From an optimization exercise on the open Yosys and OpenROAD flow, aimed at small area; shortcuts taken in it are not production practice. Only simulation tests tie the RTL to the original design; equivalence was not proved. Power figures rest on the tool's default switching activity, not on a simulated workload.

==> flow/design.v <==
module port_ingress_buffer #(
  parameter  int DATA_WIDTH = 128,
  parameter  int PORT_NUB   = 16,
  parameter  int PORT_ID    = 3,
  parameter  int FIFO_DEPTH = 8,
  localparam int PW         = $clog2(PORT_NUB),
  localparam int CW         = $clog2(FIFO_DEPTH) + 1,
  localparam int WIDTH_PORT = 2*PW + DATA_WIDTH
) (
  input  logic                         clk,
  input  logic                         rst_n,
  input  logic                         in_valid,
  output logic                         in_ready,
  input  logic [PW-1:0]                in_rx_port,
  input  logic [DATA_WIDTH-1:0]        in_data,
  input  logic                         slot_start,
  input  logic                         grant,
  output logic [WIDTH_PORT-1:0]        port_out,
  output logic                         req_valid,
  output logic [CW-1:0]                fifo_count,
  output logic                         drop_err,
  output logic [7:0]                   stall_cnt
);
  localparam int                    PTRW  = CW - 1;
  localparam int                    EW    = PW + DATA_WIDTH;
  localparam logic [PW-1:0]         MY_ID = PW'(PORT_ID);
  logic [EW-1:0]         r_mem [FIFO_DEPTH];
  logic [PTRW-1:0]       r_wr_ptr;
  logic [PTRW-1:0]       r_rd_ptr;
  logic [FIFO_DEPTH-1:0] r_sel;        
  logic [CW-1:0]         r_count;
  logic                  r_drop_err;
  logic                  r_req_valid;
  logic [7:0]            r_stall;
  logic                  w_in_ready;
  logic                  w_push;
  logic                  w_loopback;
  logic                  w_store;
  logic                  w_pop;
  logic                  w_offer;
  logic [PTRW-1:0]       w_rd_nxt;
  logic [EW-1:0]         w_head;
  assign w_in_ready = !r_count[CW-1] && rst_n;
  assign w_push     = in_valid && w_in_ready;
  assign w_loopback = (in_rx_port == MY_ID);
  assign w_store    = w_push && !w_loopback;
  assign w_pop      = r_req_valid && grant;
  assign w_offer    = slot_start && (r_req_valid ? (grant && (r_count > CW'(1)))
                                                 : (r_count != '0));
  localparam int NWQ = 4;
  localparam int WQW = (EW + NWQ - 1) / NWQ;
  logic [EW-1:0] w_wdata;
  logic [1:0]    w_we_hi;
  logic [3:0]    w_we_lo;
  assign w_wdata = {in_rx_port, in_data};
  assign w_we_hi = {w_store && r_wr_ptr[2], w_store && !r_wr_ptr[2]};
  for (genvar j = 0; j < 4; j++) begin : g_lo
    assign w_we_lo[j] = (r_wr_ptr[1:0] == 2'(j));
  end
  for (genvar i = 0; i < FIFO_DEPTH; i++) begin : g_wr
    for (genvar q = 0; q < NWQ; q++) begin : g_q
      localparam int LO = q * WQW;
      localparam int HI = ((q + 1) * WQW < EW) ? (q + 1) * WQW - 1 : EW - 1;
      logic w_we;
      pib_and2 u_en (.a(w_we_hi[i / 4]), .b(w_we_lo[i % 4]), .y(w_we));
      always_ff @(posedge clk) begin
        if (w_we) r_mem[i][HI:LO] <= w_wdata[HI:LO];
      end
    end
  end
  always_ff @(posedge clk) begin
    if (!rst_n) begin
      r_wr_ptr    <= '0;
      r_rd_ptr    <= '0;
      r_sel       <= '0;
      r_count     <= '0;
      r_drop_err  <= 1'b0;
      r_req_valid <= 1'b0;
      r_stall     <= 8'd0;
    end else begin
      if (w_store) r_wr_ptr <= r_wr_ptr + 1'b1;
      r_rd_ptr   <= w_rd_nxt;
      r_count    <= r_count + CW'(w_store) - CW'(w_pop);
      r_drop_err <= w_push && w_loopback;
      if (!r_req_valid || grant) begin
        r_req_valid <= w_offer;
        for (int i = 0; i < FIFO_DEPTH; i++)
          r_sel[i] <= w_offer && (w_rd_nxt == PTRW'(i));
      end
      if (w_pop)
        r_stall <= 8'd0;
      else if (r_req_valid && slot_start && (r_stall != 8'hFF))
        r_stall <= r_stall + 8'd1;
    end
  end
  assign w_rd_nxt = r_rd_ptr + PTRW'(w_pop);
  logic [EW-1:0] w_g0_n, w_g1_n;
  for (genvar b = 0; b < EW; b++) begin : g_rd
    pib_aoi222 u_g0 (.a0(r_mem[0][b]), .s0(r_sel[0]), .a1(r_mem[1][b]), .s1(r_sel[1]),
                     .a2(r_mem[2][b]), .s2(r_sel[2]), .y(w_g0_n[b]));
    pib_aoi222 u_g1 (.a0(r_mem[3][b]), .s0(r_sel[3]), .a1(r_mem[4][b]), .s1(r_sel[4]),
                     .a2(r_mem[5][b]), .s2(r_sel[5]), .y(w_g1_n[b]));
    pib_rd_tail u_t (.g0_n(w_g0_n[b]), .g1_n(w_g1_n[b]), .a0(r_mem[6][b]), .s0(r_sel[6]),
                     .a1(r_mem[7][b]), .s1(r_sel[7]), .y(w_head[b]));
  end
  assign in_ready   = w_in_ready;
  assign port_out   = {w_head[EW-1:DATA_WIDTH] | (MY_ID & {PW{!r_req_valid}}),
                       MY_ID, w_head[DATA_WIDTH-1:0]};
  assign req_valid  = r_req_valid;
  assign fifo_count = r_count;
  assign drop_err   = r_drop_err;
  assign stall_cnt  = r_stall;
endmodule
module pib_aoi222 (
  input  logic a0, s0, a1, s1, a2, s2,
  output logic y
);
  assign y = ~((a0 & s0) | (a1 & s1) | (a2 & s2));
endmodule
module pib_rd_tail (
  input  logic g0_n, g1_n, a0, s0, a1, s1,
  output logic y
);
  assign y = ~(g0_n & g1_n & ~((a0 & s0) | (a1 & s1)));
endmodule
module pib_and2 (
  input  logic a, b,
  output logic y
);
  assign y = a & b;
endmodule
export LEC_CHECK = 0
export CAP_MARGIN = 20
export CORE_MARGIN = 2
export CORE_UTILIZATION = 65
export CTS_BUF_LIST = sky130_fd_sc_hd__clkbuf_8
export CTS_CLUSTER_DIAMETER = 65
export CTS_CLUSTER_SIZE = 19
export PLACE_DENSITY = 0.85
export SLEW_MARGIN = 20
export SYNTH_HIERARCHICAL = 1
export SYNTH_MINIMUM_KEEP_SIZE = 0
create_clock -name core_clock -period 4.0 [get_ports {clk}]
standard.sh (not shown) runs the stock make flow with config.mk's settings and CLKGATE_MAP_FILE= SYNTH_SCRIPT=/design/flow/synth_recipe.tcl, a recipe that flattens the netlist after the stock synthesis.
==> flow/flow/run.sh <==
#!/bin/bash
# Standard ORFS layout (the standard.sh, standard synthesis unchanged), with
# every input and output port buffered by a minimum-size buffer cell instead
# of the cell buffer_ports picks by default, and no dummy clock loads in CTS.
set -euo pipefail
export BUFFER_PORTS_ARGS="-buffer_cell sky130_fd_sc_hd__buf_1"
export CTS_ARGS="-sink_clustering_enable -repair_clock_nets -dont_use_dummy_load -buf_list sky130_fd_sc_hd__clkbuf_8 -sink_clustering_size 19 -sink_clustering_max_diameter 65"
bash standard.sh > standard.log 2>&1
==> next run, changes <==
--- a/flow/config.mk
+++ b/flow/config.mk
@@ -9,3 +9,3 @@
 export CORE_MARGIN = 2
-export CORE_UTILIZATION = 65
+export CORE_UTILIZATION = 80
 export CTS_BUF_LIST = sky130_fd_sc_hd__clkbuf_8
@@ -13,3 +13,2 @@
 export CTS_CLUSTER_SIZE = 19
-export PLACE_DENSITY = 0.85
 export SLEW_MARGIN = 20
The new run finished clean.
Routed wire length hardly moves.
Worst setup slack improves by 150 ps.
Clock power stays flat.
Critical path depth shrinks by 1.
Non-clock buffer count went up by 10.
Final cell count went down by a few percent.
==> next run, changes <==
==> flow/flow/run.sh (replaced) <==
#!/bin/bash
# Standard ORFS layout (the standard.sh, standard synthesis unchanged), with
# every input and output port buffered by a minimum-size buffer cell instead
# of the cell buffer_ports picks by default.
set -euo pipefail
export BUFFER_PORTS_ARGS="-buffer_cell sky130_fd_sc_hd__buf_1"
bash standard.sh > standard.log 2>&1
--- a/flow/config.mk
+++ b/flow/config.mk
@@ -9,6 +9,6 @@
 export CORE_MARGIN = 2
-export CORE_UTILIZATION = 80
+export CORE_UTILIZATION = 65
 export CTS_BUF_LIST = sky130_fd_sc_hd__clkbuf_8
-export CTS_CLUSTER_DIAMETER = 65
-export CTS_CLUSTER_SIZE = 19
+export CTS_CLUSTER_DIAMETER = 60
+export CTS_CLUSTER_SIZE = 18
 export SLEW_MARGIN = 20
What happened:
- synthesized area stays the same
- register-to-register slack is better by 180 ps
- cell count grows by 6.2%
- cell area grows by 0.72%
- flip-flop and latch count is unchanged
- clock skew shrinks by 43 ps
- sequential share of layout area shrinks by 0.56 points
==> next run, changes <==
--- a/flow/config.mk
+++ b/flow/config.mk
@@ -13,2 +13,3 @@
 export CTS_CLUSTER_SIZE = 18
+export GPL_TIMING_DRIVEN = 0
 export SLEW_MARGIN = 20
=> The new run produced a clean layout; design area grows by a few percent; cell count grows by a few percent; synthesized cell count does not change; via count grows by a few percent.
==> next run, changes <==
==> flow/flow/run.sh (replaced) <==
#!/bin/bash
# Standard ORFS layout (the standard.sh, standard synthesis unchanged), with
# every input and output port buffered by a minimum-size buffer cell instead
# of the cell buffer_ports picks by default, and no dummy clock loads in CTS.
set -euo pipefail
export BUFFER_PORTS_ARGS="-buffer_cell sky130_fd_sc_hd__buf_1"
export CTS_ARGS="-sink_clustering_enable -repair_clock_nets -dont_use_dummy_load -buf_list sky130_fd_sc_hd__clkbuf_8 -sink_clustering_size 20 -sink_clustering_max_diameter 70"
bash standard.sh > standard.log 2>&1
--- a/flow/config.mk
+++ b/flow/config.mk
@@ -11,5 +11,4 @@
 export CTS_BUF_LIST = sky130_fd_sc_hd__clkbuf_8
-export CTS_CLUSTER_DIAMETER = 60
-export CTS_CLUSTER_SIZE = 18
-export GPL_TIMING_DRIVEN = 0
+export CTS_CLUSTER_DIAMETER = 70
+export CTS_CLUSTER_SIZE = 20
 export SLEW_MARGIN = 20
Effect: The new run passed the timing, DRC and antenna checks. Critical path depth decreases by 2. Sequential share of layout area is higher by 3.4 points. Worst setup slack degrades by 77 ps. Wire length shrinks by 3.7%. Non-clock buffer count shrinks by 135. Total power is lower by about 4.7%. Area after synthesis stays the same.
==> next run, changes <==
--- a/flow/flow/run.sh
+++ b/flow/flow/run.sh
@@ -6,3 +6,3 @@
 export BUFFER_PORTS_ARGS="-buffer_cell sky130_fd_sc_hd__buf_1"
-export CTS_ARGS="-sink_clustering_enable -repair_clock_nets -dont_use_dummy_load -buf_list sky130_fd_sc_hd__clkbuf_8 -sink_clustering_size 20 -sink_clustering_max_diameter 70"
+export CTS_ARGS="-sink_clustering_enable -repair_clock_nets -dont_use_dummy_load -buf_list sky130_fd_sc_hd__clkbuf_8 -sink_clustering_size 19 -sink_clustering_max_diameter 65"
 bash standard.sh > standard.log 2>&1
--- a/flow/config.mk
+++ b/flow/config.mk
@@ -7,3 +7,3 @@
 export LEC_CHECK = 0
-export CAP_MARGIN = 20
+export CAP_MARGIN = 0
 export CORE_MARGIN = 2
@@ -11,5 +11,5 @@
 export CTS_BUF_LIST = sky130_fd_sc_hd__clkbuf_8
-export CTS_CLUSTER_DIAMETER = 70
-export CTS_CLUSTER_SIZE = 20
-export SLEW_MARGIN = 20
+export CTS_CLUSTER_DIAMETER = 65
+export CTS_CLUSTER_SIZE = 19
+export SLEW_MARGIN = 0
 export SYNTH_HIERARCHICAL = 1
The changed run produced a clean layout.
Setup slack improves by 73 ps.
Routed wire length stays flat.
Utilization is higher by 0.17 points.
Worst hold slack improves by 50 ps.
Area after synthesis does not change.
Power is higher by 1.1%.
Non-clock buffer count stays the same.
Maximum frequency is higher by 2.1%.

==> static timing again, ports no longer ideal <==
The flow's constraints put no driver on any port. The routed layouts listed below were extracted and timed again, unchanged, in two steps.
Step 1 assumes that a clkbuf_16 drives the clock port and a buf_2 every other input.
Step 2 times the ports against the registers' clock, not the clock port: input delays grow and output delays shrink by t, the midpoint of the rising clock arrivals with the driver on.
Slacks: no drivers / after step 1 / after step 2; pairs: no drivers / after step 1.
| run | t (ns) | setup WS [ns] | hold WS [ns] | worst setup path at the end | latest minus earliest clock arrival (ns) |
|---|---|---|---|---|---|
| the first run | 0.724 | 0.434 / 0.377 / 0.334 | 0.437 / 0.399 / 0.579 | input to register | 0.053 / 0.054 |
| the second run | 0.711 | 0.581 / 0.522 / 0.727 | 0.438 / 0.424 / 0.576 | input to register | 0.070 / 0.071 |
| the third run | 0.728 | 0.580 / 0.519 / 0.874 | 0.379 / 0.399 / 0.553 | input to register | 0.031 / 0.032 |
| the fourth run | 0.726 | 0.586 / 0.534 / 0.125 | 0.343 / 0.372 / 0.544 | input to register | 0.034 / 0.035 |
| the fifth run | 0.774 | 0.509 / 0.447 / 0.875 | 0.318 / 0.339 / 0.551 | input to register | 0.049 / 0.049 |
| the sixth run | 0.718 | 0.582 / 0.519 / 0.872 | 0.368 / 0.387 / 0.552 | input to register | 0.059 / 0.059 |
After both steps setup and hold are still met in every run listed. The setup slack of the fourth run, which loses most, moves by -0.052 ns with the drivers and by -0.461 ns with both steps.
